What follows belongs to an exercise in optimizing a design on an open flow for small area, a short achievable clock period and few clock cycles; a production flow would make more cautious choices. Function was checked by simulation only, so behaviour that the tests miss may differ from the original. Power and IR drop assume default switching activity.

`design/flow/design.v`:
```
module alu_multicycle #(
    parameter int WIDTH   = 32,
    parameter int SHAMT_W = 5
) (
    input  logic               clk,
    input  logic               reset,
    input  logic               start,
    input  logic [3:0]         opCode,
    input  logic [WIDTH-1:0]   in1,
    input  logic [WIDTH-1:0]   in2,
    input  logic [SHAMT_W-1:0] shiftAmt,
    output logic               ready,
    output logic               valid,
    output logic [WIDTH-1:0]   result,
    output logic [WIDTH-1:0]   hi,
    output logic [WIDTH-1:0]   lo,
    output logic               overflow,
    output logic               zero,
    output logic               divByZero
);
    localparam logic [3:0] OP_AND   = 4'b0000;
    localparam logic [3:0] OP_OR    = 4'b0001;
    localparam logic [3:0] OP_ADD   = 4'b0010;
    localparam logic [3:0] OP_SRA   = 4'b0011;
    localparam logic [3:0] OP_SLL   = 4'b0100;
    localparam logic [3:0] OP_SRL   = 4'b0101;
    localparam logic [3:0] OP_SUB   = 4'b0110;
    localparam logic [3:0] OP_SLT   = 4'b0111;
    localparam logic [3:0] OP_SLTU  = 4'b1000;
    localparam logic [3:0] OP_MULT  = 4'b1001;
    localparam logic [3:0] OP_MULTU = 4'b1010;
    localparam logic [3:0] OP_DIV   = 4'b1011;
    localparam logic [3:0] OP_NOR   = 4'b1100;
    localparam logic [3:0] OP_DIVU  = 4'b1101;
    localparam int RUN = 0, MP = 1, MS = 2, DP = 3, DS = 4, DR = 5, DQ = 6;
    logic [6:0] st_q, st_d;
    logic [31:0] a_q, b_q;        
    logic [5:0]  la_q, lb_q;      
    logic        bneg_q;          
    logic [3:0]  op_q;
    logic [4:0]  sh_q;
    logic        sgn_q;           
    logic        alu_q;           
    logic [31:0] h_q, l_q;        
    logic [31:0] r_q;             
    logic        valid_q, sel_lo_q, undef_q, ovf_q, dbz_q;
    logic        qneg_q, rneg_q, dbzp_q;
    logic [4:0]  cnt_q;
    logic        xa_q, xh_q, xl_q, xinv_q;        
    logic        yone_q, ytwo_q, yinv_q, mext_q;  
    logic        zone_q, ztwo_q, zinv_q;          
    logic last, fin, accept;
    assign last   = (cnt_q == 5'd0);
    assign fin    = (st_q[MS] && last) ||
                    (st_q[DS] && last && !rneg_q && !qneg_q) ||
                    (st_q[DR] && !qneg_q) || st_q[DQ];
    assign ready  = st_q[RUN] || fin;
    assign accept = start && ready;
    logic an, bn;                 
    assign an = sgn_q && a_q[31];
    assign bn = sgn_q && b_q[31];
    function automatic logic [5:0] clz32(input logic [31:0] x);
        logic [15:0] z1; logic [15:0] c1;
        logic [7:0]  z2; logic [15:0] c2;
        logic [3:0]  z3; logic [11:0] c3;
        logic [1:0]  z4; logic [7:0]  c4;
        logic [4:0]  c5;
        integer i;
        for (i = 0; i < 16; i++) begin
            z1[i] = ~x[2*i+1] & ~x[2*i];
            c1[i] = ~x[2*i+1];
        end
        for (i = 0; i < 8; i++) begin
            z2[i] = z1[2*i+1] & z1[2*i];
            c2[2*i +: 2] = z1[2*i+1] ? {1'b1, c1[2*i]} : {1'b0, c1[2*i+1]};
        end
        for (i = 0; i < 4; i++) begin
            z3[i] = z2[2*i+1] & z2[2*i];
            c3[3*i +: 3] = z2[2*i+1] ? {1'b1, c2[2*(2*i) +: 2]} : {1'b0, c2[2*(2*i+1) +: 2]};
        end
        for (i = 0; i < 2; i++) begin
            z4[i] = z3[2*i+1] & z3[2*i];
            c4[4*i +: 4] = z3[2*i+1] ? {1'b1, c3[3*(2*i) +: 3]} : {1'b0, c3[3*(2*i+1) +: 3]};
        end
        c5 = z4[1] ? {1'b1, c4[3:0]} : {1'b0, c4[7:4]};
        clz32 = (z4[1] && z4[0]) ? 6'd32 : {1'b0, c5};
    endfunction
    function automatic logic [4:0] pdig(input logic [31:0] x, input logic s, input logic [3:0] i);
        logic [39:0] e;
        e = {{7{s}}, x, 1'b0};
        pdig = e[4*i +: 5];
    endfunction
    function automatic logic [31:0] rev32(input logic [31:0] x);
        integer i;
        for (i = 0; i < 32; i++) rev32[i] = x[31-i];
    endfunction
    logic [5:0]  za;
    logic [6:0]  dd;
    logic [4:0]  dsh;
    logic [31:0] sh_src, sh_in, sh_y, sh_out;
    logic [4:0]  sh_amt;
    logic        sh_fill, sh_left;
    assign za      = la_q - {5'd0, an};          
    assign dd      = {1'b0, lb_q} - {1'b0, za};
    assign dsh     = (dd[6] || (lb_q[5] && !bn)) ? 5'd0 : dd[5] ? 5'd31 : dd[4:0];
    assign sh_left = st_q[DP] || (op_q == OP_SLL);
    assign sh_src  = st_q[DP] ? b_q : a_q;
    assign sh_amt  = st_q[DP] ? dsh : sh_q;
    assign sh_fill = !st_q[DP] && (op_q == OP_SRA) && a_q[31];
    assign sh_in   = sh_left ? rev32(sh_src) : sh_src;
    assign sh_y    = 32'($signed({sh_fill, sh_in}) >>> sh_amt);
    assign sh_out  = sh_left ? rev32(sh_y) : sh_y;
    logic [39:0] xsrc, xop, yop, zop, csa_s, csa_c, s;
    logic [34:0] pmag, zmag;
    logic        cin;
    always_comb begin
        xsrc = '0;
        if (xa_q) xsrc = {8'd0, a_q};
        if (xh_q) xsrc = {8'd0, h_q};
        if (xl_q) xsrc = {2'b00, st_q[MS] ? h_q[1:0] : 2'b00, l_q,
                          st_q[DQ], st_q[DQ] || zinv_q, st_q[DQ], st_q[DQ]};
    end
    assign xop  = xsrc ^ (xl_q ? {4'd0, {32{xinv_q}}, 4'd0} : {8'd0, {32{xinv_q}}});
    assign pmag = yone_q ? {{3{mext_q}}, b_q} : ytwo_q ? {{2{mext_q}}, b_q, 1'b0} : 35'd0;
    assign zmag = zone_q ? {{3{mext_q}}, b_q} : ztwo_q ? {{2{mext_q}}, b_q, 1'b0} : 35'd0;
    assign yop  = {{5{pmag[34]}}, pmag} ^ {40{yinv_q}};
    assign zop  = {{3{zmag[34] ^ zinv_q}}, zmag ^ {35{zinv_q}}, 2'b00};
    assign cin  = yinv_q || xinv_q;
    assign csa_s = xop ^ yop ^ zop;
    assign csa_c = (xop & yop) | (xop & zop) | (yop & zop);
    assign s     = csa_s + {csa_c[38:0], cin};
    logic        add_ovf, c32;
    logic [31:0] alu_res;
    assign add_ovf = (a_q[31] == yop[31]) && (s[31] != a_q[31]);
    assign c32     = s[32] ^ yop[32];
    always_comb begin
        case (op_q)
            OP_AND:  alu_res = a_q & b_q;
            OP_OR:   alu_res = a_q | b_q;
            OP_NOR:  alu_res = ~(a_q | b_q);
            OP_ADD, OP_SUB: alu_res = s[31:0];
            OP_SRA, OP_SLL, OP_SRL: alu_res = sh_out;
            OP_SLT:  alu_res = {31'd0, s[31] ^ add_ovf};
            OP_SLTU: alu_res = {31'd0, ~c32};
            default: alu_res = '0;
        endcase
    end
    logic [3:0]  ja, jb;          
    logic        swp;
    logic [4:0]  dg_first, dg_next, dg;
    logic [25:0] upp;
    logic        uinc, udec;
    logic [25:0] all1, all0;      
    assign ja  = 4'((6'd32 - la_q) >> 2);
    assign jb  = 4'((6'd32 - lb_q) >> 2);
    assign swp = (jb < ja);       
    assign dg_first = swp ? pdig(b_q, bn, jb) : pdig(a_q, an, ja);
    assign dg_next  = pdig(a_q, an, 4'(cnt_q - 5'd1));
    assign dg       = st_q[MP] ? dg_first : dg_next;
    assign uinc = !s[39] && s[38];
    assign udec = s[39];
    logic [25:0] p1 [0:5];
    logic [25:0] p0 [0:5];
    always_comb begin
        for (int i = 0; i < 26; i++) begin
            p1[0][i] = (i == 0) ? 1'b1 : h_q[i+1];
            p0[0][i] = (i == 0) ? 1'b1 : !h_q[i+1];
        end
        for (int k = 0; k < 5; k++)
            for (int i = 0; i < 26; i++) begin
                p1[k+1][i] = (i >= (1 << k)) ? (p1[k][i] && p1[k][i - (1 << k)]) : p1[k][i];
                p0[k+1][i] = (i >= (1 << k)) ? (p0[k][i] && p0[k][i - (1 << k)]) : p0[k][i];
            end
        all1 = p1[5];
        all0 = p0[5];
        for (int i = 0; i < 26; i++)
            upp[i] = h_q[i+2] ^ ((uinc && all1[i]) || (udec && all0[i]));
    end
    logic dge;
    assign dge = !s[39];
    logic acc_mul, acc_div, acc_alu, acc_sgn;
    assign acc_mul = (opCode == OP_MULT) || (opCode == OP_MULTU);
    assign acc_div = (opCode == OP_DIV) || (opCode == OP_DIVU);
    assign acc_alu = !acc_mul && !acc_div;
    assign acc_sgn = (opCode == OP_MULT) || (opCode == OP_DIV);
    always_comb begin
        st_d = '0;
        if (st_q[RUN] || fin) begin
            if (accept && acc_mul)      st_d[MP]  = 1'b1;
            else if (accept && acc_div) st_d[DP]  = 1'b1;
            else                        st_d[RUN] = 1'b1;
        end else begin
            if (st_q[MP])                              st_d[MS] = 1'b1;
            if (st_q[MS])                              st_d[MS] = 1'b1;
            if (st_q[DP])                              st_d[DS] = 1'b1;
            if (st_q[DS] && !last)                     st_d[DS] = 1'b1;
            if (st_q[DS] && last && rneg_q)            st_d[DR] = 1'b1;
            if (st_q[DS] && last && !rneg_q)           st_d[DQ] = 1'b1;
            if (st_q[DR])                              st_d[DQ] = 1'b1;
        end
    end
    logic nz_neg, nz_one, nz_two, ny_neg, ny_one, ny_two;
    assign ny_neg = dg[2] && !(dg[1] && dg[0]);
    assign ny_one = dg[1] ^ dg[0];
    assign ny_two = (dg[2] && !dg[1] && !dg[0]) || (!dg[2] && dg[1] && dg[0]);
    assign nz_neg = dg[4] && !(dg[3] && dg[2]);
    assign nz_one = dg[3] ^ dg[2];
    assign nz_two = (dg[4] && !dg[3] && !dg[2]) || (!dg[4] && dg[3] && dg[2]);
    always_ff @(posedge clk or posedge reset) begin
        if (reset) begin
            st_q    <= 7'd1 << RUN;
            valid_q <= 1'b0;
            alu_q   <= 1'b0;
            h_q     <= '0;
            l_q     <= '0;
            dbz_q   <= 1'b0;
        end else begin
            st_q    <= st_d;
            valid_q <= (st_q[RUN] && alu_q) || fin;
            alu_q   <= accept && acc_alu;
            if (st_q[MP]) begin
                h_q <= '0;
                l_q <= '0;
            end
            if (st_q[MS]) {h_q, l_q} <= {upp, s[37:0]};
            if (st_q[DP]) begin
                h_q   <= s[31:0];
                l_q   <= '0;
                dbz_q <= (b_q == '0);
            end
            if (st_q[DS]) begin
                if (dge) h_q <= s[31:0];
                l_q <= (last && dbzp_q) ? '1 : {l_q[30:0], dge};
            end
            if (st_q[DR]) h_q <= s[31:0];
            if (st_q[DQ]) l_q <= s[35:4];
        end
    end
    always_ff @(posedge clk) begin
        if (ready) begin
            a_q   <= in1;
            b_q   <= in2;
            op_q  <= opCode;
            sh_q  <= shiftAmt;
            sgn_q <= acc_sgn;
            la_q  <= clz32(in1 ^ {32{acc_sgn && in1[31]}});
            lb_q  <= clz32(in2 ^ {32{acc_sgn && in2[31]}});
        end else begin
            if (st_q[MP] && swp) begin
                a_q <= b_q;
                b_q <= a_q;
            end
            if (st_q[DP]) b_q <= sh_out;
            if (st_q[DS]) b_q <= {bneg_q, b_q[31:1]};
        end
        if (st_q[MP]) cnt_q <= {1'b0, swp ? jb : ja};
        if (st_q[MS] || st_q[DS]) cnt_q <= cnt_q - 5'd1;
        if (st_q[DP]) begin
            cnt_q  <= dsh;
            bneg_q <= bn;
            rneg_q <= an;
            qneg_q <= (an ^ bn) && (b_q != '0);
            dbzp_q <= (b_q == '0);
            ovf_q  <= sgn_q && (a_q == 32'h8000_0000) && (b_q == 32'hFFFF_FFFF);
        end
        if (st_q[DR]) rneg_q <= 1'b0;
        xa_q   <= (st_d[RUN] && accept) || st_d[DP];
        xh_q   <= st_d[DS] || st_d[DR];
        xl_q   <= st_d[MS] || st_d[DQ];
        xinv_q <= (st_d[DP] && acc_sgn && in1[31]) || st_d[DR] || st_d[DQ];
        yone_q <= (st_d[RUN] && accept) || st_d[DS] || (st_d[MS] && ny_one);
        ytwo_q <= st_d[MS] && ny_two;
        yinv_q <= (st_d[RUN] && accept && ((opCode == OP_SUB) || (opCode == OP_SLT) ||
                                           (opCode == OP_SLTU))) ||
                  (st_d[DS] && !(st_q[DP] ? bn : bneg_q)) || (st_d[MS] && ny_neg);
        mext_q <= st_d[MS] ? ((st_q[MP] && swp) ? an : bn) :
                  st_d[DS] ? (st_q[DP] ? bn : bneg_q) : 1'b0;
        zone_q <= st_d[MS] && nz_one;
        ztwo_q <= st_d[MS] && nz_two;
        zinv_q <= st_d[MS] && nz_neg;
        if (st_q[RUN] && alu_q) begin
            r_q      <= alu_res;
            ovf_q    <= ((op_q == OP_ADD) || (op_q == OP_SUB)) && add_ovf;
            undef_q  <= (op_q == 4'hE) || (op_q == 4'hF);
            sel_lo_q <= 1'b0;
        end else if (fin) begin
            sel_lo_q <= 1'b1;
            undef_q  <= 1'b0;
            if (st_q[MS]) ovf_q <= 1'b0;
        end
    end
    assign valid     = valid_q;
    assign result    = sel_lo_q ? l_q : r_q;
    assign zero      = sel_lo_q ? (l_q == '0) : ((r_q == '0) && !undef_q);
    assign hi        = h_q;
    assign lo        = l_q;
    assign overflow  = ovf_q;
    assign divByZero = dbz_q;
endmodule
```
`design/flow/run.sh`:
```
#!/bin/bash
# synth_recipe.tcl (not shown) runs the flow's synth.tcl, then flattens the netlist and writes it again
# the make line also repeats each setting of config.mk as NAME=value (left out here)
make -C /OpenROAD-flow-scripts/flow DESIGN_CONFIG=/design/flow/config.mk WORK_HOME=/design/flow/orfs CLKGATE_MAP_FILE= SYNTH_SCRIPT=/design/flow/synth_recipe.tcl finish
```
`design/flow/config.mk`:
```
export PLATFORM = sky130hd
export DESIGN_NAME = alu_multicycle
export DESIGN_NICKNAME = alu_multicycle
export VERILOG_FILES = /design/flow/design.v
export SDC_FILE = /design/flow/constraint.sdc
export NUM_CORES = 4
export LEC_CHECK = 0
export CAP_MARGIN = 20
export CORE_MARGIN = 2
export CORE_UTILIZATION = 40
export SETUP_SLACK_MARGIN = 3.0
export SLEW_MARGIN = 20
```
`design/flow/constraint.sdc`:
```
create_clock -name core_clock -period 8.0 [get_ports {clk}]
set_input_delay 1.6000 -clock core_clock [delete_from_list [all_inputs] [get_ports {clk}]]
set_output_delay 1.6000 -clock core_clock [all_outputs]
set_load 0.01 [all_outputs]
```
==> results.yml, run 1 <==
run_status:
  status: "timing/DRC/antenna clean"
synth:
  synth_xor_area_share_pct: 6.40
  async_flop_share_pct: 34.4
  ys_ff_latch: 215
  synth_top_family_by_area: "compound AO/OA/AOI/OAI gates"
  synth_warnings: 3
  synth_fa_ha_area_share_pct: 6.21
  syn-cell-area_mm2: 0.0242
  synth_cells: 3214
  muxShareOfSynthArea_pct: 8.05
  synth_edf_count: 126
  synth_nets: 3386
  ys_types: 99
  ys_seq_area_share_pct: 24.5
  synth_area_per_cell_um2: 7.53
  synth_flop_cell: "edfxtp_1"
  yosys.area_share.simple_pct: 22.1
  synth_compound_area_share_pct: 26.2
placed_design:
  io_buffers: 176
  place_hpwl_um: 96200
  placed_area_mm2: 0.0268
  globalplace.congestion: 1.03
route:
  firstDrtPassIters: 7
  wl_um: 134000
  vias: 27800
  ant_nets: 0
  wl_per_cell_um: 32.1
  drtIter0Drc: 3466
  routed_via_density: 6.66
  route.detailed.drc: 0
clock_network:
  htree_levels: 1
  clkSinkCount: 215
  numCtsBuffers: 28
  cts-root-buf: "clkbuf_16"
  cts_buffer_depth: 3
  hold_buffers: 0
  cts_tree: "done"
  clk_pin_slew_ps: 60
  clock_insertion_delay_worst_skew_ps: 610
worst_setup_path:
  worstSetupStartpointType: "flop"
  path_class: "flop to flop"
  arrival_ps: 5340
  crit_buf_inv: 2
  crit_chain: "nand2_2 > inv_4 > ha_2 > ha_2 > nor3b_2 > xnor2_1 > ha_2 > nor2b_2 > a221o_1 > a211oi_4 > a21o_1 > o2111a_1 > nand2_1 > a211o_1 > o221ai_1 > a211oi_2 > buf_4 > o221ai_2"
  max_stage_delay_ps: 490
  crit_path_end_kind: "flop"
  cp_data_required_time_ps: 8350
  cpMostUsedCell: "ha_2"
  cp_top_family: "compound AO/OA/AOI/OAI gates"
  cp_max_fo: 9
  slowest_stage: "o2111a_1"
cells_and_area:
  final_cell_mix: "nand2_1, o21ai_0, nor2_1, a21oi_1, buf_4"
  fin_area_mm2: 0.0297
  syn2layout_area_growth_pct: 22.7
  drive_above_1_share_pct: 15.4
  utilization_pct: 49.4
  final_common_cell: "nand2_1"
  nets: 3541
global_route:
  grt_pass1_wl_um: 187000
  antenna_found_initial: 5
  grt_pass1_vias: 25800
  gr-total-overflow: 0
  grtUsageTotal_pct: 40.9
  grt_max_degree: 88
sta:
  clock_skew_ps: 29.0
  rsz0062_at_grt: "yes"
  finalMaxSlewViolations: 0
  fin_crit_ps: 4990
  max-slew-margin-rel_pct: 27.0
  finalCritPeriodShare_pct: 62.4
  tightest_slew_ps: 1090
  whs_ps: 504
  setup_viol: 0
  setup-tns-final_ps: 0
  fmax_ghz: 0.200
  finalHoldViolations: 0
worst_hold_path:
  hold_class: "flop to flop"
floorplan:
  start_util_pct: 40.3
  die_area_mm2: 0.0625
  pin_count: 177
  placementRows: 90
  die_w_um: 250
  die_y_um: 250
  core_area_mm2: 0.0601
pwr:
  irDropWorstVdd_mv: 0.167
  power.leakage_nw: 11.5
  power.density_mw_per_mm2: 283
flow_run:
  maxCapViolations: 0
flip-flops by register name, indices dropped and copies added, names as in the netlist, 4 cells and up:
name and flops:
st_q 7, h_q 32, a_q 32, cnt_q 5, lb_q 6, la_q 6
b_q 32, l_q 32, sh_q 5, r_q 32, op_q 4
logic make-up (layout without fill, tap and decap cells):
family / Yosys count / after routing
xor gates and xnor gates: 177 / 177
AOI/OAI and AO/OA: 991 / 991
other: 0 / 5
muxes: 155 / 155
and+or+nand+nor: 1174 / 1175
adders and majority gates: 97 / 97
DFF: 215 / 215
buffers and inverters: 405 / 581
worst register-to-register path, cell delays in order (launching register included):
cell and delay, ps:
edfxtp_1 410, nand2_2 120, inv_4 60, ha_2 170
ha_2 180, nor3b_2 160, xnor2_1 150, ha_2 320
nor2b_2 180, a221o_1 390, a211oi_4 360, a21o_1 350
o2111a_1 490, nand2_1 350, a211o_1 370, o221ai_1 120
a211oi_2 80, buf_4 190, o221ai_2 310
Yosys cell counts (10+ instances only):
cell type | number | share of area (%)
buf_2 | 24 | 0.50
xnor2_1 | 114 | 4.1
o21ai_1 | 22 | 0.45
o21a_1 | 26 | 0.81
a221o_1 | 20 | 0.83
nor2b_1 | 19 | 0.49
mux4_2 | 27 | 2.5
o31ai_1 | 12 | 0.37
nor2_1 | 241 | 3.7
edfxtp_1 | 126 | 16
nor4_1 | 40 | 1.0
clkbuf_1 | 219 | 3.4
dfxtp_1 | 15 | 1.2
mux2i_1 | 81 | 3.3
nor4bb_1 | 10 | 0.41
a22oi_1 | 23 | 0.71
or3_1 | 34 | 0.88
nand2b_1 | 24 | 0.62
buf_1 | 27 | 0.42
ha_1 | 57 | 2.9
o211ai_1 | 34 | 1.1
nand2_1 | 526 | 8.2
o221ai_1 | 39 | 1.4
a21o_1 | 47 | 1.5
xor2_1 | 63 | 2.3
nand3_1 | 80 | 1.7
inv_1 | 130 | 2.0
a221oi_1 | 44 | 1.6
nand4_1 | 22 | 0.57
and3_1 | 32 | 0.83
o21ai_0 | 303 | 6.3
a211oi_1 | 25 | 0.78
nor3_1 | 86 | 1.8
fa_1 | 39 | 3.2
dfrtp_1 | 73 | 7.5
a31oi_1 | 41 | 1.1
and2_1 | 13 | 0.34
a21oi_1 | 228 | 4.7
mux2_2 | 46 | 2.1
o22ai_1 | 25 | 0.65
final timing paths:
check,startpoint,slack (ps),cells past startpoint,to
hold / removal,st_q[5],500,1,rneg_q
hold reg to reg,st_q[5],500,1,rneg_q
setup reg to reg,sgn_q,3010,18,b_q[30]
min in group asynchronous,reset,1350,2,valid_q
setup / recovery,sgn_q,3010,18,b_q[30]
max in group asynchronous,reset,5470,3,st_q[6]
stage by stage:
stage          total power, mW  setup slack [ps]  std cells
6_report                  8.40              3010       4178
5_1_grt                   8.62              2840       4173
4_1_cts                   7.98              2950       4110
3_5_place_dp              6.44              1740       4017
3_3_place_gp              6.41              1800       4017
2_1_floorplan             4.14              3110       3214
what timing repair did:
item                                   in CTS  in global routing
pin swaps                                  12                 51
gates resized for setup                   110                137
endpoints found under the hold margin       0                  0
setup endpoints to repair                 120                101
cloned                                      2                  4
buffers inserted                           39                 59
layer usage:
| layer | GRT usage [%] | vias to the layer above | share of wire (%) |
|---|---|---|---|
| met5 | 0 | - | 0.051 |
| met4 | 27.0 | 6 | 7.8 |
| met3 | 8.75 | 505 | 11 |
| met2 | 63.6 | 1888 | 44 |
| met1 | 51.3 | 13400 | 37 |
| li1 | - | 12000 | - |
layout make-up:
cell class | instances | area [µm²]
antenna | 5 | 12.5
clock buffer | 38 | 791
clock inverter | 14 | 116
fill | 5906 | 30400
inverter | 131 | 497
multi-input combinational | 2595 | 17600
sequential | 215 | 5970
tap | 782 | 978
timing repair buffer | 398 | 3740
report_power, final:
part           total, mW  switching (mW)  internal [mW]  leakage [nW]
clock network       1.30           0.568          0.728         0.450
registers           2.08           0.638           1.44          2.24
logic               5.03            3.14           1.88          8.81
total               8.40            4.35           4.05          11.5
Testbench counts, summed over its fixed seeds: cycles 10,138.
==> run 2: changes to the inputs <==
--- a/design/flow/design.v
+++ b/design/flow/design.v
@@ -49,11 +49,9 @@
     logic        xa_q, xh_q, xl_q, xinv_q;        
     logic        yone_q, ytwo_q, yinv_q, mext_q;  
     logic        zone_q, ztwo_q, zinv_q;          
-    logic last, fin, accept;
-    assign last   = (cnt_q == 5'd0);
-    assign fin    = (st_q[MS] && last) ||
-                    (st_q[DS] && last && !rneg_q && !qneg_q) ||
-                    (st_q[DR] && !qneg_q) || st_q[DQ];
+    logic last, fin, accept, last_q, fin_q, last_d, fin_d;
+    assign last   = last_q;
+    assign fin    = fin_q;
     assign ready  = st_q[RUN] || fin;
     assign accept = start && ready;
     logic an, bn;                 
@@ -199,6 +197,16 @@
             if (st_q[DR])                              st_d[DQ] = 1'b1;
         end
     end
+    always_comb begin
+        last_d = 1'b0;
+        if (st_q[MP])               last_d = ((swp ? jb : ja) == 4'd0);
+        if (st_q[DP])               last_d = (dsh == 5'd0);
+        if (st_q[MS] || st_q[DS])   last_d = (cnt_q == 5'd1);
+        fin_d = (st_d[MS] && last_d) ||
+                (st_d[DS] && last_d && !(st_q[DP] ? an : rneg_q) &&
+                 !(st_q[DP] ? ((an ^ bn) && (b_q != '0)) : qneg_q)) ||
+                (st_d[DR] && !qneg_q) || st_d[DQ];
+    end
     logic nz_neg, nz_one, nz_two, ny_neg, ny_one, ny_two;
     assign ny_neg = dg[2] && !(dg[1] && dg[0]);
     assign ny_one = dg[1] ^ dg[0];
@@ -209,6 +217,7 @@
     always_ff @(posedge clk or posedge reset) begin
         if (reset) begin
             st_q    <= 7'd1 << RUN;
+            fin_q   <= 1'b0;
             valid_q <= 1'b0;
             alu_q   <= 1'b0;
             h_q     <= '0;
@@ -216,6 +225,7 @@
             dbz_q   <= 1'b0;
         end else begin
             st_q    <= st_d;
+            fin_q   <= fin_d;
             valid_q <= (st_q[RUN] && alu_q) || fin;
             alu_q   <= accept && acc_alu;
             if (st_q[MP]) begin
@@ -237,14 +247,15 @@
         end
     end
     always_ff @(posedge clk) begin
+        op_q <= opCode;
+        sh_q <= shiftAmt;
+        la_q <= clz32(in1 ^ {32{acc_sgn && in1[31]}});
+        lb_q <= clz32(in2 ^ {32{acc_sgn && in2[31]}});
+        r_q  <= alu_res;
         if (ready) begin
             a_q   <= in1;
             b_q   <= in2;
-            op_q  <= opCode;
-            sh_q  <= shiftAmt;
             sgn_q <= acc_sgn;
-            la_q  <= clz32(in1 ^ {32{acc_sgn && in1[31]}});
-            lb_q  <= clz32(in2 ^ {32{acc_sgn && in2[31]}});
         end else begin
             if (st_q[MP] && swp) begin
                 a_q <= b_q;
@@ -253,6 +264,7 @@
             if (st_q[DP]) b_q <= sh_out;
             if (st_q[DS]) b_q <= {bneg_q, b_q[31:1]};
         end
+        last_q <= last_d;
         if (st_q[MP]) cnt_q <= {1'b0, swp ? jb : ja};
         if (st_q[MS] || st_q[DS]) cnt_q <= cnt_q - 5'd1;
         if (st_q[DP]) begin
@@ -279,7 +291,6 @@
         ztwo_q <= st_d[MS] && nz_two;
         zinv_q <= st_d[MS] && nz_neg;
         if (st_q[RUN] && alu_q) begin
-            r_q      <= alu_res;
             ovf_q    <= ((op_q == OP_ADD) || (op_q == OP_SUB)) && add_ovf;
             undef_q  <= (op_q == 4'hE) || (op_q == 4'hF);
             sel_lo_q <= 1'b0;
--- a/design/flow/config.mk
+++ b/design/flow/config.mk
@@ -7,6 +7,6 @@
 export LEC_CHECK = 0
 export CAP_MARGIN = 20
 export CORE_MARGIN = 2
-export CORE_UTILIZATION = 40
-export SETUP_SLACK_MARGIN = 3.0
+export CORE_UTILIZATION = 70
+export SETUP_SLACK_MARGIN = 3.25
 export SLEW_MARGIN = 20
==> run 2 against run 1 <==
- the flow now stops in 5_1_grt
- synthesized area shrank 1.6%
- synthesized cell count is 1.4% lower
==> results.yml, run 2 <==
run_status:
  stop_stage: "5_1_grt"
  firstError: "[ERROR GRT-0116] Global routing finished with congestion. Check the congestion regions in the DRC Viewer."
  status: "stopped before the end"
clock_network:
  clkSinkCount: 217
  numCtsBuffers: 25
  cts-root-buf: "clkbuf_16"
  cts_buffer_depth: 3
  htree_levels: 1
  hold_buffers: 0
synth:
  synth_top_area_share_pct: 9.08
  yosys.area.top_type: "edfxtp_1"
  ys_seq_area_share_pct: 22.9
  synth_edf_count: 72
  synth_warnings: 3
  yosysMostFrequentCell: "nand2_1"
  synth_flop_cell: "dfrtp_1"
  synth_cells: 3168
  synth_common_cells: "nand2_1, o21ai_0, nor2_1"
  synth_area_per_cell_um2: 7.52
  ys_types: 96
  yosys-top-cells-area: "edfxtp_1, nand2_1, dfrtp_1"
  synth_nets: 3341
  async_flop_share_pct: 34.6
  ys_ff_latch: 217
  syn-cell-area_mm2: 0.0238
placed_design:
  place_ws_ps: 2030
  dp.cells: 3600
  io_buffers: 176
  globalplace.congestion: 1.20
  place_hpwl_um: 76800
floorplan:
  pin_count: 177
  placementRows: 67
  die_y_um: 188
  start_util_pct: 71.0
  die_w_um: 188
global_route:
  grtUsageTotal_pct: 71.3
  grt_pass1_vias: 29900
  grt_pass1_wl_um: 190000
  gr-total-overflow: 3
  grt_max_degree: 76
## run 2: changes by cell type after synthesis, sizes merged, moves of 14 or more
cell	previous run	this run
nand3	80	59
a31oi	41	20
nand2	526	503
a221oi	44	58
mux2i	81	99
o21ai	326	302
edfxtp	126	72
dfxtp	15	70
inv	130	97
## run 2: worst min-delay path by stage
stage | from | slack (ps) | endpoint
floorplan | st_q[5] | 430 | rneg_q
global placement | st_q[5] | 450 | rneg_q
detailed placement | qneg_q | 470 | fin_q
CTS | qneg_q | 480 | fin_q
## run 2: layer usage
metal  overflow  track usage (%)
met3          1             55.9
met1          0             73.9
met5          0             21.2
met2          1             88.6
met4          1             64.0
## run 2: power groups by stage
stage	Sequential [mW]	Clock, mW	Combinational [mW]
after floorplan	1.98	0	3.69
after global placement	2.47	0	5.72
after detailed placement	2.49	0	5.88
after CTS	2.29	1.17	6.62
## run 2: through the flow
step	power (mW)	util (%)	cell area [µm²]	hold WS (ps)
floorplan	5.66	-	23800	427
global placement	8.19	76.6	25700	453
CTS	10.1	83.2	27900	475
detailed placement	8.37	76.6	25700	467
## run 2: cells by family after synthesis
kind of cell,Yosys count,share of synthesized area (%)
AND/OR/NAND/NOR,1176,23.1
adder cells (fa/ha/maj),98,6.37
AO/OA/AOI/OAI,942,25.5
multiplexers,181,9.36
flip-flops,217,22.9
buffers and inverters,371,6.14
XOR/XNOR,183,6.73
## run 2: what timing repair did
action | 4_1_cts
resized for setup | 132
cloned | 2
pin swaps | 32
hold endpoints to repair | 0
buffers inserted | 88
setup endpoints to repair | 122
Testbench counts of run 2, summed over its fixed seeds: cycles 10,138.
==> run 3: changes to the inputs <==
--- a/design/flow/design.v
+++ b/design/flow/design.v
@@ -145,16 +145,20 @@
     end
     logic [3:0]  ja, jb;          
     logic        swp;
-    logic [4:0]  dg_first, dg_next, dg;
+    logic [4:0]  dg;
     logic [25:0] upp;
     logic        uinc, udec;
     logic [25:0] all1, all0;      
     assign ja  = 4'((6'd32 - la_q) >> 2);
     assign jb  = 4'((6'd32 - lb_q) >> 2);
     assign swp = (jb < ja);       
-    assign dg_first = swp ? pdig(b_q, bn, jb) : pdig(a_q, an, ja);
-    assign dg_next  = pdig(a_q, an, 4'(cnt_q - 5'd1));
-    assign dg       = st_q[MP] ? dg_first : dg_next;
+    logic [31:0] mpl;
+    logic        mpl_s;
+    logic [3:0]  dg_i;
+    assign mpl   = (st_q[MP] && swp) ? b_q : a_q;
+    assign mpl_s = (st_q[MP] && swp) ? bn : an;
+    assign dg_i  = st_q[MP] ? (swp ? jb : ja) : 4'(cnt_q - 5'd1);
+    assign dg    = pdig(mpl, mpl_s, dg_i);
     assign uinc = !s[39] && s[38];
     assign udec = s[39];
     logic [25:0] p1 [0:5];
@@ -257,9 +261,9 @@
             b_q   <= in2;
             sgn_q <= acc_sgn;
         end else begin
-            if (st_q[MP] && swp) begin
-                a_q <= b_q;
-                b_q <= a_q;
+            if (st_q[MP]) begin
+                a_q <= mpl;
+                if (swp) b_q <= a_q;
             end
             if (st_q[DP]) b_q <= sh_out;
             if (st_q[DS]) b_q <= {bneg_q, b_q[31:1]};
@@ -302,7 +306,7 @@
     end
     assign valid     = valid_q;
     assign result    = sel_lo_q ? l_q : r_q;
-    assign zero      = sel_lo_q ? (l_q == '0) : ((r_q == '0) && !undef_q);
+    assign zero      = (result == '0) && !(undef_q && !sel_lo_q);
     assign hi        = h_q;
     assign lo        = l_q;
     assign overflow  = ovf_q;
--- a/design/flow/config.mk
+++ b/design/flow/config.mk
@@ -7,6 +7,6 @@
 export LEC_CHECK = 0
 export CAP_MARGIN = 20
 export CORE_MARGIN = 2
-export CORE_UTILIZATION = 70
-export SETUP_SLACK_MARGIN = 3.25
+export CORE_UTILIZATION = 40
+export SETUP_SLACK_MARGIN = 3.0
 export SLEW_MARGIN = 20
==> run 3 against run 2 <==
- the run now finishes clean
- synthesized area grew 2.6%
- synthesized cell count grew 4.3%
==> results.yml, run 3 <==
synth:
  yosys-top-cells-area: "edfxtp_1, dfrtp_1, nand2_1"
  yosysMostFrequentCell: "nand2_1"
  synth_warnings: 3
  ys_ff_latch: 217
  synth_cells: 3303
  syn-cell-area_mm2: 0.0244
  synth_edf_count: 72
  yosys.area.top_type: "edfxtp_1"
  synth_flop_cell: "dfrtp_1"
  synth_top_area_share_pct: 8.85
  ys_types: 101
  async_flop_share_pct: 34.6
  synth_nets: 3476
  ys_seq_area_share_pct: 22.3
  synth_area_per_cell_um2: 7.39
  synth_common_cells: "nand2_1, o21ai_0, nor2_1"
sta:
  clock_skew_ps: 22.4
  setup_viol: 0
  fmax_ghz: 0.204
  rsz0062_at_grt: "yes"
  finalHoldViolations: 0
  fin_crit_ps: 4910
  tightest_slew_ps: 1230
  max-slew-margin-rel_pct: 17.9
  finalCritPeriodShare_pct: 61.4
  whs_ps: 505
  finalMaxSlewViolations: 0
  setup-tns-final_ps: 0
worst_setup_path:
  slowest_stage: "xnor2_1"
  cp_max_fo: 30
  path_class: "flop to flop"
  crit_buf_inv: 1
  crit_path_end_kind: "flop"
  arrival_ps: 5440
  cp_top_family: "compound AO/OA/AOI/OAI gates"
  cpMostUsedCell: "o21ai_0"
  worstSetupStartpointType: "flop"
  max_stage_delay_ps: 550
  crit_chain: "buf_12 > nor2b_2 > a22oi_1 > o21ai_1 > xor2_1 > fa_1 > ha_1 > a21oi_1 > o21ai_0 > a2111oi_4 > and2_1 > o31a_1 > o21ai_0 > xnor2_1 > a221o_1 > o21ai_0 > a21oi_1"
  cp_data_required_time_ps: 8530
route:
  ant_nets: 0
  wl_um: 130000
  route.detailed.drc: 0
  vias: 28300
  firstDrtPassIters: 7
  wl_per_cell_um: 30.7
  drtIter0Drc: 4009
  routed_via_density: 6.72
cells_and_area:
  syn2layout_area_growth_pct: 19.5
  final_cell_mix: "nand2_1, o21ai_0, nor2_1, a21oi_1, clkdlybuf4s50_1"
  fillCellCount: 5985
  fin_area_mm2: 0.0292
  final_common_cell: "nand2_1"
  drive_above_1_share_pct: 12.7
  nets: 3577
  utilization_pct: 48.3
clock_network:
  clk_pin_slew_ps: 60
  clkSinkCount: 217
  cts_buffer_depth: 3
  clock_insertion_delay_worst_skew_ps: 610
  numCtsBuffers: 28
  htree_levels: 1
  cts-root-buf: "clkbuf_16"
  cts_tree: "done"
global_route:
  grtUsageTotal_pct: 39.6
  grt_pass1_vias: 25900
  gr-total-overflow: 0
  grt_pass1_wl_um: 184000
  grt_max_degree: 71
  antenna_found_initial: 6
worst_hold_path:
  hold_class: "flop to flop"
pwr:
  power.leakage_nw: 11.5
  power.density_mw_per_mm2: 429
  fin_total_pwr_mw: 12.5
  irDropWorstVdd_mv: 0.206
floorplan:
  core_area_mm2: 0.0604
  die_area_mm2: 0.0630
  die_w_um: 251
  die_y_um: 251
  placementRows: 90
  pin_count: 177
  start_util_pct: 40.5
flow_run:
  maxCapViolations: 0
placed_design:
  globalplace.congestion: 1.01
  placed_area_mm2: 0.0269
  place_hpwl_um: 94600
  io_buffers: 176
run_status:
  status: "timing/DRC/antenna clean"
-- run 3: changes by cell type after synthesis, moves of 20 or more --
cell / delta
a211oi_1: +20
inv_1: +25
mux2i_1: +35
mux4_2: -26
nand2_1: -77
nand3_1: +48
nor2_1: +25
nor3_1: +22
o21ai_0: +22
o22ai_1: +29
-- run 3: report_power, final --
part | switching [mW] | internal [mW]
clock | 0.578 | 0.850
sequential | 0.828 | 1.69
combinational | 5.61 | 2.95
-- run 3: routing by layer --
| layer | wire [µm] | GRT usage, % |
|---|---|---|
| met3 | 14200 | 9.54 |
| met4 | 12300 | 29.1 |
| met5 | 57 | 0 |
| met1 | 47800 | 48.7 |
| met2 | 55100 | 60.2 |
-- run 3: final timing paths --
check                        start  endpoint  slack [ps]  cells after the start
setup / recovery              xa_q   l_q[18]        3090                     17
hold / removal             st_q[5]    rneg_q         510                      1
setup reg to reg              xa_q   l_q[18]        3090                     17
hold reg to reg            st_q[5]    rneg_q         510                      1
max in group asynchronous    reset   st_q[3]        5420                      3
min in group asynchronous    reset   l_q[18]        1280                      2
-- run 3: cell type report --
class | instances | area [µm²] | area share [%]
multi-input combinational | 2676 | 17900 | 61.4
sequential | 217 | 5470 | 18.8
timing repair buffer | 358 | 3290 | 11.3
tap | 782 | 978 | 3.35
clock buffer | 43 | 945 | 3.24
inverter | 123 | 463 | 1.59
clock inverter | 9 | 93.8 | 0.322
antenna | 4 | 10.0 | 0.0343
-- run 3: logic make-up after synthesis --
logic type / count (synthesis) / synth area share (%)
and+or+nand+nor: 1154 / 22.1
muxes: 198 / 8.59
buffers and inverters: 412 / 6.77
AOI/OAI and AO/OA: 1051 / 27.8
DFF: 217 / 22.3
xor gates and xnor gates: 173 / 6.20
adders and majority gates: 98 / 6.21
-- run 3: what timing repair did --
action	CTS	global route
hold buffers	0	0
setup endpoints to repair	122	119
pin swaps	5	9
setup buffers	19	42
gates resized for setup	66	85
gates cloned	2	2
-- run 3: per-stage QoR --
step                      instances  setup WS, ps
after CTS                      4164          2880
final                          4212          3090
after global routing           4209          2920
after floorplan                3303          3300
after detailed placement       4091          2090
after global placement         4090          2070
Testbench counts of run 3, summed over its fixed seeds: cycles 10,138.
==> run 4: changes to the inputs <==
--- a/design/flow/design.v
+++ b/design/flow/design.v
@@ -32,8 +32,8 @@
     localparam logic [3:0] OP_DIV   = 4'b1011;
     localparam logic [3:0] OP_NOR   = 4'b1100;
     localparam logic [3:0] OP_DIVU  = 4'b1101;
-    localparam int RUN = 0, MP = 1, MS = 2, DP = 3, DS = 4, DR = 5, DQ = 6;
-    logic [6:0] st_q, st_d;
+    localparam int RUN = 0, MS = 1, DP = 2, DS = 3, DR = 4, DQ = 5;
+    logic [5:0] st_q, st_d;
     logic [31:0] a_q, b_q;        
     logic [5:0]  la_q, lb_q;      
     logic        bneg_q;          
@@ -49,6 +49,7 @@
     logic        xa_q, xh_q, xl_q, xinv_q;        
     logic        yone_q, ytwo_q, yinv_q, mext_q;  
     logic        zone_q, ztwo_q, zinv_q;          
+    logic        msf_q;                           
     logic last, fin, accept, last_q, fin_q, last_d, fin_d;
     assign last   = last_q;
     assign fin    = fin_q;
@@ -115,8 +116,8 @@
         xsrc = '0;
         if (xa_q) xsrc = {8'd0, a_q};
         if (xh_q) xsrc = {8'd0, h_q};
-        if (xl_q) xsrc = {2'b00, st_q[MS] ? h_q[1:0] : 2'b00, l_q,
-                          st_q[DQ], st_q[DQ] || zinv_q, st_q[DQ], st_q[DQ]};
+        if (xl_q) xsrc = {2'b00, st_q[MS] ? h_q[1:0] : 2'b00, l_q, {4{st_q[DQ]}}};
+        xsrc[2] = xsrc[2] || zinv_q;              
     end
     assign xop  = xsrc ^ (xl_q ? {4'd0, {32{xinv_q}}, 4'd0} : {8'd0, {32{xinv_q}}});
     assign pmag = yone_q ? {{3{mext_q}}, b_q} : ytwo_q ? {{2{mext_q}}, b_q, 1'b0} : 35'd0;
@@ -143,30 +144,57 @@
             default: alu_res = '0;
         endcase
     end
-    logic [3:0]  ja, jb;          
-    logic        swp;
     logic [4:0]  dg;
-    logic [25:0] upp;
+    logic [25:0] upp, hu;
     logic        uinc, udec;
     logic [25:0] all1, all0;      
-    assign ja  = 4'((6'd32 - la_q) >> 2);
-    assign jb  = 4'((6'd32 - lb_q) >> 2);
-    assign swp = (jb < ja);       
-    logic [31:0] mpl;
-    logic        mpl_s;
-    logic [3:0]  dg_i;
-    assign mpl   = (st_q[MP] && swp) ? b_q : a_q;
-    assign mpl_s = (st_q[MP] && swp) ? bn : an;
-    assign dg_i  = st_q[MP] ? (swp ? jb : ja) : 4'(cnt_q - 5'd1);
-    assign dg    = pdig(mpl, mpl_s, dg_i);
+    logic        s1, s2, swp_in, acc_m;
+    logic [31:0] x1, x2;
+    logic [8:0]  f1, f2, o1, o2;
+    logic [4:0]  d1, d2, dg0;
+    logic [3:0]  k1, k2, kmin;
+    assign s1 = acc_sgn && in1[31];
+    assign s2 = acc_sgn && in2[31];
+    assign x1 = in1 ^ {32{s1}};
+    assign x2 = in2 ^ {32{s2}};
+    always_comb begin
+        for (int k = 0; k < 8; k++) begin
+            f1[k] = ((x1 >> (4*k + 3)) == 32'd0);
+            f2[k] = ((x2 >> (4*k + 3)) == 32'd0);
+        end
+        f1[8] = 1'b1;
+        f2[8] = 1'b1;
+        o1[0] = f1[0];
+        o2[0] = f2[0];
+        for (int k = 1; k < 9; k++) begin
+            o1[k] = f1[k] && !f1[k-1];
+            o2[k] = f2[k] && !f2[k-1];
+        end
+        d1 = '0;
+        d2 = '0;
+        k1 = '0;
+        k2 = '0;
+        for (int k = 0; k < 9; k++) begin
+            d1 = d1 | ({5{o1[k]}} & pdig(in1, s1, 4'(k)));
+            d2 = d2 | ({5{o2[k]}} & pdig(in2, s2, 4'(k)));
+            k1 = k1 | ({4{o1[k]}} & 4'(k));
+            k2 = k2 | ({4{o2[k]}} & 4'(k));
+        end
+    end
+    assign swp_in = |(f2 & ~f1);               
+    assign dg0    = swp_in ? d2 : d1;
+    assign kmin   = swp_in ? k2 : k1;
+    assign acc_m  = accept && acc_mul;
+    assign dg = acc_m ? dg0 : pdig(a_q, an, 4'(cnt_q - 5'd1));
     assign uinc = !s[39] && s[38];
     assign udec = s[39];
     logic [25:0] p1 [0:5];
     logic [25:0] p0 [0:5];
+    assign hu = msf_q ? 26'd0 : h_q[27:2];
     always_comb begin
         for (int i = 0; i < 26; i++) begin
-            p1[0][i] = (i == 0) ? 1'b1 : h_q[i+1];
-            p0[0][i] = (i == 0) ? 1'b1 : !h_q[i+1];
+            p1[0][i] = (i == 0) ? 1'b1 : hu[i-1];
+            p0[0][i] = (i == 0) ? 1'b1 : !hu[i-1];
         end
         for (int k = 0; k < 5; k++)
             for (int i = 0; i < 26; i++) begin
@@ -176,7 +204,7 @@
         all1 = p1[5];
         all0 = p0[5];
         for (int i = 0; i < 26; i++)
-            upp[i] = h_q[i+2] ^ ((uinc && all1[i]) || (udec && all0[i]));
+            upp[i] = hu[i] ^ ((uinc && all1[i]) || (udec && all0[i]));
     end
     logic dge;
     assign dge = !s[39];
@@ -188,11 +216,10 @@
     always_comb begin
         st_d = '0;
         if (st_q[RUN] || fin) begin
-            if (accept && acc_mul)      st_d[MP]  = 1'b1;
+            if (accept && acc_mul)      st_d[MS]  = 1'b1;
             else if (accept && acc_div) st_d[DP]  = 1'b1;
             else                        st_d[RUN] = 1'b1;
         end else begin
-            if (st_q[MP])                              st_d[MS] = 1'b1;
             if (st_q[MS])                              st_d[MS] = 1'b1;
             if (st_q[DP])                              st_d[DS] = 1'b1;
             if (st_q[DS] && !last)                     st_d[DS] = 1'b1;
@@ -203,9 +230,9 @@
     end
     always_comb begin
         last_d = 1'b0;
-        if (st_q[MP])               last_d = ((swp ? jb : ja) == 4'd0);
         if (st_q[DP])               last_d = (dsh == 5'd0);
         if (st_q[MS] || st_q[DS])   last_d = (cnt_q == 5'd1);
+        if (acc_m)                  last_d = (kmin == 4'd0);
         fin_d = (st_d[MS] && last_d) ||
                 (st_d[DS] && last_d && !(st_q[DP] ? an : rneg_q) &&
                  !(st_q[DP] ? ((an ^ bn) && (b_q != '0)) : qneg_q)) ||
@@ -220,7 +247,7 @@
     assign nz_two = (dg[4] && !dg[3] && !dg[2]) || (!dg[4] && dg[3] && dg[2]);
     always_ff @(posedge clk or posedge reset) begin
         if (reset) begin
-            st_q    <= 7'd1 << RUN;
+            st_q    <= 6'd1 << RUN;
             fin_q   <= 1'b0;
             valid_q <= 1'b0;
             alu_q   <= 1'b0;
@@ -232,10 +259,6 @@
             fin_q   <= fin_d;
             valid_q <= (st_q[RUN] && alu_q) || fin;
             alu_q   <= accept && acc_alu;
-            if (st_q[MP]) begin
-                h_q <= '0;
-                l_q <= '0;
-            end
             if (st_q[MS]) {h_q, l_q} <= {upp, s[37:0]};
             if (st_q[DP]) begin
                 h_q   <= s[31:0];
@@ -257,20 +280,16 @@
         lb_q <= clz32(in2 ^ {32{acc_sgn && in2[31]}});
         r_q  <= alu_res;
         if (ready) begin
-            a_q   <= in1;
-            b_q   <= in2;
+            a_q   <= (acc_mul && swp_in) ? in2 : in1;
+            b_q   <= (acc_mul && swp_in) ? in1 : in2;
             sgn_q <= acc_sgn;
         end else begin
-            if (st_q[MP]) begin
-                a_q <= mpl;
-                if (swp) b_q <= a_q;
-            end
             if (st_q[DP]) b_q <= sh_out;
             if (st_q[DS]) b_q <= {bneg_q, b_q[31:1]};
         end
         last_q <= last_d;
-        if (st_q[MP]) cnt_q <= {1'b0, swp ? jb : ja};
         if (st_q[MS] || st_q[DS]) cnt_q <= cnt_q - 5'd1;
+        if (acc_m) cnt_q <= {1'b0, kmin};
         if (st_q[DP]) begin
             cnt_q  <= dsh;
             bneg_q <= bn;
@@ -282,14 +301,15 @@
         if (st_q[DR]) rneg_q <= 1'b0;
         xa_q   <= (st_d[RUN] && accept) || st_d[DP];
         xh_q   <= st_d[DS] || st_d[DR];
-        xl_q   <= st_d[MS] || st_d[DQ];
+        xl_q   <= (st_d[MS] && !acc_m) || st_d[DQ];
+        msf_q  <= acc_m;
         xinv_q <= (st_d[DP] && acc_sgn && in1[31]) || st_d[DR] || st_d[DQ];
         yone_q <= (st_d[RUN] && accept) || st_d[DS] || (st_d[MS] && ny_one);
         ytwo_q <= st_d[MS] && ny_two;
         yinv_q <= (st_d[RUN] && accept && ((opCode == OP_SUB) || (opCode == OP_SLT) ||
                                            (opCode == OP_SLTU))) ||
                   (st_d[DS] && !(st_q[DP] ? bn : bneg_q)) || (st_d[MS] && ny_neg);
-        mext_q <= st_d[MS] ? ((st_q[MP] && swp) ? an : bn) :
+        mext_q <= st_d[MS] ? (acc_m ? (swp_in ? s1 : s2) : bn) :
                   st_d[DS] ? (st_q[DP] ? bn : bneg_q) : 1'b0;
         zone_q <= st_d[MS] && nz_one;
         ztwo_q <= st_d[MS] && nz_two;
==> run 4 against run 3 <==
- still clean
- total power shrank 9.5%
- die area increased by 1.7%
- worst setup slack got worse by 35 ps
- critical path depth is 3 higher
- final cell count grew 3.5%
- register-to-register slack got worse by 30 ps
==> results.yml, run 4 <==
clock_network:
  cts-root-buf: "clkbuf_16"
  cts_tree: "done"
  clock_insertion_delay_worst_skew_ps: 620
  hold_buffers: 0
  numCtsBuffers: 28
  cts_buffer_depth: 3
  clkSinkCount: 217
  clk_pin_slew_ps: 70
  htree_levels: 1
sta:
  fmax_ghz: 0.202
  setup_viol: 0
  finalHoldViolations: 0
  setup-tns-final_ps: 0
  finalCritPeriodShare_pct: 61.8
  clock_skew_ps: 35.1
  finalMaxSlewViolations: 0
  fin_crit_ps: 4940
  tightest_slew_ps: 1240
  max-slew-margin-rel_pct: 16.4
  rsz0062_at_grt: "yes"
route:
  vias: 30100
  route.detailed.drc: 0
  firstDrtPassIters: 8
  drtIter0Drc: 4886
  ant_nets: 0
  wl_um: 141000
  routed_via_density: 6.91
  wl_per_cell_um: 32.2
worst_setup_path:
  path_class: "flop to flop"
  arrival_ps: 5410
  reg2reg_depth: 20
  max_stage_delay_ps: 560
  worstSetupStartpointType: "flop"
  crit_path_end_kind: "flop"
  cp_max_fo: 7
  cp_data_required_time_ps: 8470
  crit_chain: "and2_4 > ha_4 > nand2_2 > nor4_4 > xnor2_2 > ha_4 > buf_6 > nor2b_1 > a221o_1 > a2111o_2 > nand4_1 > o211ai_1 > buf_4 > a22oi_1 > a41oi_1 > a221oi_4 > buf_6 > mux2i_2 > a221oi_2 > o31ai_1"
  slowest_stage: "a2111o_2"
synth:
  synth_fa_ha_area_share_pct: 5.90
  synth_top_family_by_area: "compound AO/OA/AOI/OAI gates"
  synth_compound_area_share_pct: 29.5
  async_flop_share_pct: 34.1
  synth_xor_area_share_pct: 5.71
  muxShareOfSynthArea_pct: 8.66
  ys_types: 103
  ys_seq_area_share_pct: 21.9
  synth_warnings: 3
  synth_top_area_share_pct: 8.70
  synth_cells: 3331
  synth_common_cells: "nand2_1, o21ai_0, a21oi_1"
  synth_flop_cell: "dfrtp_1"
  synth_nets: 3500
  yosys.area_share.simple_pct: 21.5
  yosys-top-cells-area: "edfxtp_1, dfrtp_1, nand2_1"
  yosysMostFrequentCell: "nand2_1"
  synth_edf_count: 72
  yosys.area.top_type: "edfxtp_1"
  syn-cell-area_mm2: 0.0248
  ys_ff_latch: 217
  synth_area_per_cell_um2: 7.46
floorplan:
  placementRows: 91
  die_y_um: 253
  core_area_mm2: 0.0616
  die_w_um: 253
  pin_count: 177
  start_util_pct: 40.3
  die_area_mm2: 0.0641
global_route:
  antenna_found_initial: 7
  grt_pass1_vias: 27600
  grt_pass1_wl_um: 197000
  grtUsageTotal_pct: 41.9
  grt_max_degree: 77
  gr-total-overflow: 0
flow_run:
  maxCapViolations: 0
cells_and_area:
  drive_above_1_share_pct: 18.1
  final_common_cell: "nand2_1"
  syn2layout_area_growth_pct: 24.0
  nets: 3667
  utilization_pct: 50.0
  final_cell_mix: "nand2_1, o21ai_0, a21oi_1, nor2_1, buf_4"
placed_design:
  globalplace.congestion: 1.05
  io_buffers: 176
  place_hpwl_um: 100000
pwr:
  power.density_mw_per_mm2: 367
  power.leakage_nw: 12.0
  irDropWorstVdd_mv: 0.206
run_status:
  status: "timing/DRC/antenna clean"
worst_hold_path:
  holdPathStages: 1
  hold_class: "flop to flop"
run 4: changes by cell type after synthesis, sizes merged, moves of 17 or more:
cell,delta
clkbuf,+33
o21ai,-29
mux2i,-43
a21oi,+23
xor2,-23
a221oi,+17
mux2,+30
run 4: critical path, delay by kind of cell, from the launching register on:
family          cells  cell delay [ps]
compound gates      8             2250
xor+xnor            1              140
fa+ha+maj           2              490
buf+inv             3              550
flops               1              440
mux                 1              100
simple gates        5              820
run 4: cell families after synthesis:
| logic type | count (synthesis) |
|---|---|
| compound gates | 1102 |
| xor+xnor | 161 |
| fa+ha+maj | 94 |
| buf+inv | 432 |
| flops | 217 |
| mux | 192 |
| simple gates | 1133 |
run 4: timing repair:
item / 4_1_cts / 5_1_grt
endpoints found under the setup margin: 162 / 117
pin swaps: 26 / 45
gates resized for setup: 115 / 178
setup buffers: 79 / 75
gates cloned: 3 / 3
hold endpoints to repair: 0 / 0
run 4: per-layer routing:
metal	up-vias	global-route usage, %	routed length (µm)
met1	14400	50.0	49800
met3	722	12.1	16800
met2	2411	63.5	59700
li1	12700	-	-
met5	-	0	68
met4	10	32.3	14100
run 4: final cells by class:
type / instances / area, µm²
Antenna cell: 3 / 7.51
Clock buffer: 38 / 793
Clock inverter: 14 / 139
Fill cell: 6050 / 30800
Inverter: 126 / 474
Multi-Input combinational cell: 2686 / 18800
Sequential cell: 217 / 5480
Tap cell: 837 / 1050
Timing Repair Buffer: 439 / 4110
run 4: report_power, final:
group	switching, mW	internal, mW
registers	0.802	1.57
clock network	0.577	0.760
logic	4.84	2.77
run 4: final timing paths:
path	from	to	slack [ps]
max in group asynchronous	reset	st_q[2]	5480
worst min register to register	sel_lo_q	sel_lo_q	490
worst min-delay path	sel_lo_q	sel_lo_q	490
worst max register to register	sgn_q	r_q[0]	3060
worst max-delay path	sgn_q	r_q[0]	3060
min in group asynchronous	reset	h_q[18]	1330
run 4: through the flow:
stage               hold slack [ps]  power, mW  cells  setup slack (ps)  area, µm²
floorplan                       455       5.73   3331              3050      24800
global placement                456       8.76   4144              1440      27300
detailed placement              463       8.80   4144              1370      27300
CTS                             480       10.5   4278              2930      29400
global route                    504       11.6   4357              2920      30800
finish                          486       11.3   4360              3060      30800
Testbench counts of run 4, summed over its fixed seeds: cycles 9,466.
==> run 5: changes to the inputs <==
--- a/design/flow/config.mk
+++ b/design/flow/config.mk
@@ -5,8 +5,9 @@
 export SDC_FILE = /design/flow/constraint.sdc
 export NUM_CORES = 4
 export LEC_CHECK = 0
+export ABC_AREA = 1
 export CAP_MARGIN = 20
 export CORE_MARGIN = 2
 export CORE_UTILIZATION = 40
-export SETUP_SLACK_MARGIN = 3.0
+export SETUP_SLACK_MARGIN = 3.35
 export SLEW_MARGIN = 20
==> run 5 against run 4 <==
- still clean
- clock-buffer cell count shrank 1
- via count up 4.8%
- sequential power fell by 3%
- maximum frequency rose by 6.1%
- clock skew is 11 ps higher
- global-route usage increased by 2.2 points
- die area rose by 0.92%
- synthesized cell count is 26% higher
- critical path type is now primary input to flop
- combinational power is 43% higher
- non-clock buffer count fell by 120
- first-iteration DRC count decreased by 5.3%
==> results.yml, run 5 <==
pwr:
  irDropWorstVdd_mv: 0.364
  power.leakage_nw: 14.0
  power.density_mw_per_mm2: 481
placed_design:
  place_ws_ps: 1360
  dp.cells: 5059
  place_hpwl_um: 115000
  io_buffers: 176
  globalplace.congestion: 1.04
worst_setup_path:
  cp_max_fo: 29
  arrival_ps: 4960
  cp_data_required_time_ps: 8300
  crit_chain: "clkdlybuf4s50_1 > inv_1 > nand4_1 > nand2_1 > inv_1 > nand2_1 > nor2_1 > nand2_1 > nor2_1 > nand2_1 > nand2_1 > nand2_2 > nor3_4 > buf_12 > nor2_4 > buf_4 > o21ai_1"
  worstSetupStartpointType: "primary input"
  path_class: "primary input to flop"
  crit_buf_inv: 5
  cpMostUsedCell: "nand2_1"
  cp_top_family: "buffers and inverters"
  crit_path_end_kind: "flop"
  max_stage_delay_ps: 910
  slowest_stage: "clkdlybuf4s50_1"
global_route:
  antenna_found_initial: 7
  gr-total-overflow: 0
  grtUsageTotal_pct: 44.1
  grt_pass1_wl_um: 205000
  grt_use_met1_pct: 55.6
  grt_pass1_vias: 28800
  globalRouteMet3Util_pct: 8.70
  grt_max_degree: 69
  grt_busiest_layer: "met2"
  grtUsageMet2_pct: 67.5
cells_and_area:
  syn2layout_area_growth_pct: 20.9
  utilization_pct: 49.0
  final_cell_mix: "nand2_1, inv_1, nand3_1, o21ai_0, nor2_1"
  fin_cells: 5210
  final_common_cell: "nand2_1"
  fillCellCount: 6603
  antenna_cells: 0
  nets: 4519
  drive_above_1_share_pct: 9.26
synth:
  muxShareOfSynthArea_pct: 0.0449
  synth_compound_area_share_pct: 19.9
  synth_warnings: 3
  yosys.area_share.simple_pct: 35.9
  yosys.area.top_type: "nand2_1"
  yosysMostFrequentCell: "nand2_1"
  synth_fa_ha_area_share_pct: 5.81
  yosys-top-cells-area: "nand2_1, nand3_1, o21ai_0"
  synth_flop_cell: "dfrtp_1"
  synth_edf_count: 72
  async_flop_share_pct: 34.1
  synth_top_area_share_pct: 16.2
  synth_nets: 4370
  synth_cells: 4201
  synth_area_per_cell_um2: 5.97
  synth_common_cells: "nand2_1, inv_1, nand3_1"
  ys_seq_area_share_pct: 21.7
  syn-cell-area_mm2: 0.0251
  synth_xor_area_share_pct: 5.00
  synth_top_family_by_area: "simple AND/OR/NAND/NOR gates"
  ys_ff_latch: 217
  ys_types: 57
route:
  wl_um: 146000
  route.detailed.drc: 0
  wl_per_cell_um: 28.1
  firstDrtPassIters: 6
  ant_nets: 0
  vias: 31600
  routed_via_density: 6.07
  drtIter0Drc: 4629
run_status:
  status: "timing/DRC/antenna clean"
clock_network:
  clk_pin_slew_ps: 60
  clkSinkCount: 217
  cts_buffer_depth: 3
  cts_tree: "done"
  cts-root-buf: "clkbuf_16"
  clock_insertion_delay_worst_skew_ps: 630
  htree_levels: 1
  hold_buffers: 0
  numCtsBuffers: 29
sta:
  fmax_ghz: 0.215
  rsz0062_at_grt: "yes"
  setup-tns-final_ps: 0
  clock_skew_ps: 45.8
  fin_crit_ps: 4660
  fin_ws_ps: 3340
  setup_viol: 0
  finalMaxSlewViolations: 0
  max-slew-margin-rel_pct: 12.9
  finalHoldViolations: 0
  tightest_slew_ps: 1300
  finalCritPeriodShare_pct: 58.2
floorplan:
  core_area_mm2: 0.0618
  pin_count: 177
  start_util_pct: 40.6
  die_w_um: 254
  placementRows: 91
  die_area_mm2: 0.0647
  die_y_um: 254
worst_hold_path:
  hold_class: "flop to flop"
flow_run:
  maxCapViolations: 0
## run 5: kinds of logic (layout without fill, tap and decap cells)
kind of cell	count (synthesis)	in the layout
AND/OR/NAND/NOR	2100	2103
adder cells (fa/ha/maj)	93	93
flip-flops	217	217
AO/OA/AOI/OAI	889	889
buffers and inverters	758	927
multiplexers	1	1
XOR/XNOR	143	143
## run 5: worst paths after layout
kind                           end  cells past startpoint  slack [ps]    start
setup / recovery           a_q[13]                     17        3340   in1[6]
max in group asynchronous  l_q[11]                      3        5560    reset
setup reg to reg           l_q[10]                     24        3440     xh_q
hold reg to reg             rneg_q                      1         450  st_q[4]
min in group asynchronous  valid_q                      2        1280    reset
hold / removal              rneg_q                      1         450  st_q[4]
## run 5: power breakdown
part           switching (mW)  total [mW]  internal (mW)
clock network           0.604        1.39          0.786
registers               0.665        2.30           1.64
logic                    7.50        10.9           3.38
## run 5: layout make-up
| cell class | count | area (µm²) | area share, % |
|---|---|---|---|
| multi-input combinational | 3229 | 17600 | 58.1 |
| sequential | 217 | 5450 | 18.0 |
| timing repair buffer | 319 | 3030 | 10.0 |
| inverter | 549 | 2140 | 7.07 |
| tap | 837 | 1050 | 3.46 |
| clock buffer | 37 | 807 | 2.66 |
| clock inverter | 17 | 170 | 0.562 |
| timing repair inverter | 5 | 35.0 | 0.116 |
## run 5: timing repair
action	CTS	global route
cloned	9	3
setup endpoints to repair	195	148
pin swaps	10	19
setup buffers	37	48
resized for setup	139	158
## run 5: per-layer routing
| metal | wire, µm | vias up |
|---|---|---|
| met3 | 15000 | 497 |
| met5 | 47 | - |
| met1 | 55900 | 14700 |
| met4 | 13100 | 8 |
| met2 | 62300 | 2097 |
| li1 | - | 14300 |
## run 5: worst reg2reg max path, delay by kind of cell (launching register included)
family                   cells  cell delay [ps]
XOR/XNOR                     1             1010
adder cells (fa/ha/maj)      3              940
AND/OR/NAND/NOR              9              870
AO/OA/AOI/OAI                5              700
buffers and inverters        6              600
flip-flops                   1              370
## run 5: per-stage QoR
step	area (µm²)	hold WS, ps	power, mW
floorplan	25100	406	7.10
global placement	27400	433	11.4
detailed placement	27400	436	11.4
CTS	29400	444	13.3
global route	30300	490	15.1
finish	30300	448	14.6
==> run 6: changes to the inputs <==
--- a/design/flow/config.mk
+++ b/design/flow/config.mk
@@ -9,5 +9,5 @@
 export CAP_MARGIN = 20
 export CORE_MARGIN = 2
 export CORE_UTILIZATION = 40
-export SETUP_SLACK_MARGIN = 3.35
+export SETUP_SLACK_MARGIN = 3.5
 export SLEW_MARGIN = 20
==> run 6 against run 5 <==
- still clean on timing, DRC and antenna
- maximum frequency up 3.8%
- final cell count up 1.0%
- clock skew down 17 ps
- critical path type unchanged
- highest routed layer unchanged
==> results.yml, run 6 <==
run_status:
  status: "timing/DRC/antenna clean"
flow_run:
  maxCapViolations: 0
sta:
  setup-tns-final_ps: 0
  finalCritPeriodShare_pct: 56.1
  max-slew-margin-rel_pct: 7.29
  finalMaxSlewViolations: 0
  fin_crit_ps: 4490
  finalHoldViolations: 0
  rsz0062_at_grt: "yes"
  fmax_ghz: 0.223
  setup_viol: 0
  tightest_slew_ps: 1390
  clock_skew_ps: 28.7
worst_setup_path:
  worstSetupStartpointType: "primary input"
  rrSetupSlack_ps: 3580
  reg2reg_depth: 23
  cpMostUsedCell: "nand2_1"
  r2r_end: "h_q[1]"
  timing.rr.start: "a_q[12]"
  cp_max_fo: 29
  path_class: "primary input to flop"
  arrival_ps: 4840
  max_stage_delay_ps: 650
  crit_chain: "clkdlybuf4s50_1 > inv_1 > nand4_1 > nand2_1 > nor2_1 > nand2_1 > nor2_2 > nand2_2 > nor2_2 > nand2_1 > nand2_2 > nor3_4 > buf_12 > nor2_4 > buf_4 > nand2_1 > o21ai_2"
  slowest_stage: "clkdlybuf4s50_1"
  crit_path_end_kind: "flop"
  cp_data_required_time_ps: 8350
synth:
  synth_common_cells: "nand2_1, inv_1, nand3_1"
  ys_ff_latch: 217
  synth_edf_count: 72
  synth_flop_cell: "dfrtp_1"
  synth_warnings: 3
  yosysMostFrequentCell: "nand2_1"
  synth_nets: 4370
  yosys.area.top_type: "nand2_1"
  async_flop_share_pct: 34.1
  synth_top_area_share_pct: 16.2
  ys_seq_area_share_pct: 21.7
  ys_types: 57
  synth_area_per_cell_um2: 5.97
  syn-cell-area_mm2: 0.0251
  synth_cells: 4201
  yosys-top-cells-area: "nand2_1, nand3_1, o21ai_0"
worst_hold_path:
  min_from: "st_q[4]"
  hold_class: "flop to flop"
  holdPathStages: 1
  min_to: "rneg_q"
route:
  drtIter0Drc: 4778
  firstDrtPassIters: 6
  vias: 32200
  routed_via_density: 6.12
  route.detailed.drc: 0
  wl_per_cell_um: 28.3
  wl_um: 149000
  ant_nets: 0
cells_and_area:
  nets: 4571
  fin_cells: 5262
  fillCellCount: 6507
  final-seq-area_mm2: 0.00545
  multi_input_area_mm2: 0.0182
  final_cell_mix: "nand2_1, inv_1, nand3_1, o21ai_0, nor2_1"
  utilization_pct: 50.9
  drive_above_1_share_pct: 12.9
  syn2layout_area_growth_pct: 25.6
  antenna_cells: 0
  final_common_cell: "nand2_1"
  fin_area_mm2: 0.0315
global_route:
  antenna_found_initial: 4
  grt_max_degree: 69
  grt_pass1_vias: 28900
  grt_pass1_wl_um: 207000
  gr-total-overflow: 0
  grtUsageTotal_pct: 44.4
placed_design:
  place_hpwl_um: 115000
  globalplace.congestion: 1.04
  io_buffers: 176
  placed_area_mm2: 0.0274
  dp.cells: 5059
clock_network:
  cts_tree: "done"
  cts_buffer_depth: 3
  clk_pin_slew_ps: 60
  clock_insertion_delay_worst_skew_ps: 610
  numCtsBuffers: 29
  cts-root-buf: "clkbuf_16"
  clkSinkCount: 217
  htree_levels: 1
floorplan:
  core_area_mm2: 0.0618
  die_w_um: 254
  pin_count: 177
  start_util_pct: 40.6
  die_area_mm2: 0.0647
  die_y_um: 254
  placementRows: 91
pwr:
  seqPwrFrac_pct: 15.1
  power.leakage_nw: 14.5
  fin_total_pwr_mw: 15.2
  p_switching_mw: 9.06
  switching_share_pct: 59.7
  internal-power_mw: 6.12
  combPwrFrac_pct: 75.7
  irDropWorstVdd_mv: 0.364
  clockPowerShare_pct: 9.2
  power.density_mw_per_mm2: 482
[run 6: cell types whose count changed in the layout (fill, tap and decap cells not counted), sizes merged, moves of 3 or more]
cell / change
clkdlybuf4s50: -7
clkinvlp: +3
buf: +46
inv: -3
dlymetal6s2s: +7
clkbuf: +6
[run 6: area by class of cell]
cell class,instances,share of cell area (%)
Inverter,549,6.91
Multi-Input combinational cell,3230,57.7
Sequential cell,217,17.3
Timing Repair Buffer,369,11.5
Clock inverter,17,0.540
Timing Repair inverter,6,0.147
Tap cell,837,3.33
Clock buffer,37,2.56
[run 6: worst max path at each step]
stage / slack [ps] / startpoint / end
5_1_grt: 3380 / sgn_q / b_q[14]
3_5_place_dp: 1360 / opCode[0] / b_q[16]
3_3_place_gp: 1390 / opCode[0] / b_q[10]
2_1_floorplan: 3650 / yinv_q / h_q[30]
6_report: 3510 / in2[28] / a_q[12]
4_1_cts: 3500 / xh_q / h_q[12]
[run 6: critical path, delay by kind of cell]
| family | cells | cell delay [ps] |
|---|---|---|
| AOI/OAI and AO/OA | 1 | 210 |
| buffers and inverters | 4 | 1230 |
| and+or+nand+nor | 12 | 1790 |
[run 6: what timing repair did]
item,in CTS,in global routing
hold endpoints to repair,0,0
hold buffers,0,0
pin swaps,19,56
setup endpoints to repair,202,147
buffers inserted,45,83
cloned,11,10
resized for setup,185,295
[run 6: kinds of logic after synthesis]
family,synth area share [%]
and+or+nand+nor,35.9
AOI/OAI and AO/OA,19.9
buffers and inverters,11.7
DFF,21.7
xor gates and xnor gates,5.00
adders and majority gates,5.81
muxes,0.0449
[run 6: per-layer routing]
layer | vias to the layer above | GRT usage, % | routed length [µm]
met5 | - | 0 | 23
li1 | 14400 | - | -
met4 | 4 | 31.0 | 13200
met2 | 2228 | 68.2 | 63600
met1 | 15000 | 55.6 | 56000
met3 | 529 | 9.10 | 16100
[run 6: stage by stage]
| stage | hold WS (ps) | setup WS, ps |
|---|---|---|
| finish | 449 | 3510 |
| floorplan | 406 | 3650 |
| detailed placement | 436 | 1360 |
| CTS | 444 | 3500 |
| global route | 490 | 3380 |
| global placement | 433 | 1390 |
[run 6: power groups by stage]
stage / Sequential, mW / Clock (mW) / Combinational (mW)
2_1_floorplan: 1.98 / 0 / 5.12
3_3_place_gp: 2.35 / 0 / 9.06
3_5_place_dp: 2.35 / 0 / 9.04
4_1_cts: 2.29 / 1.39 / 9.76
5_1_grt: 2.27 / 1.43 / 12.0
6_report: 2.29 / 1.39 / 11.5

Check on run 6: ideal ports give 3.513 ns setup slack; a clkbuf_16 on the clock port and buf_2 on the inputs give 3.550 ns; moving port delays by the midpoint clock arrival (0.673 ns) as well gives 2.878 ns.
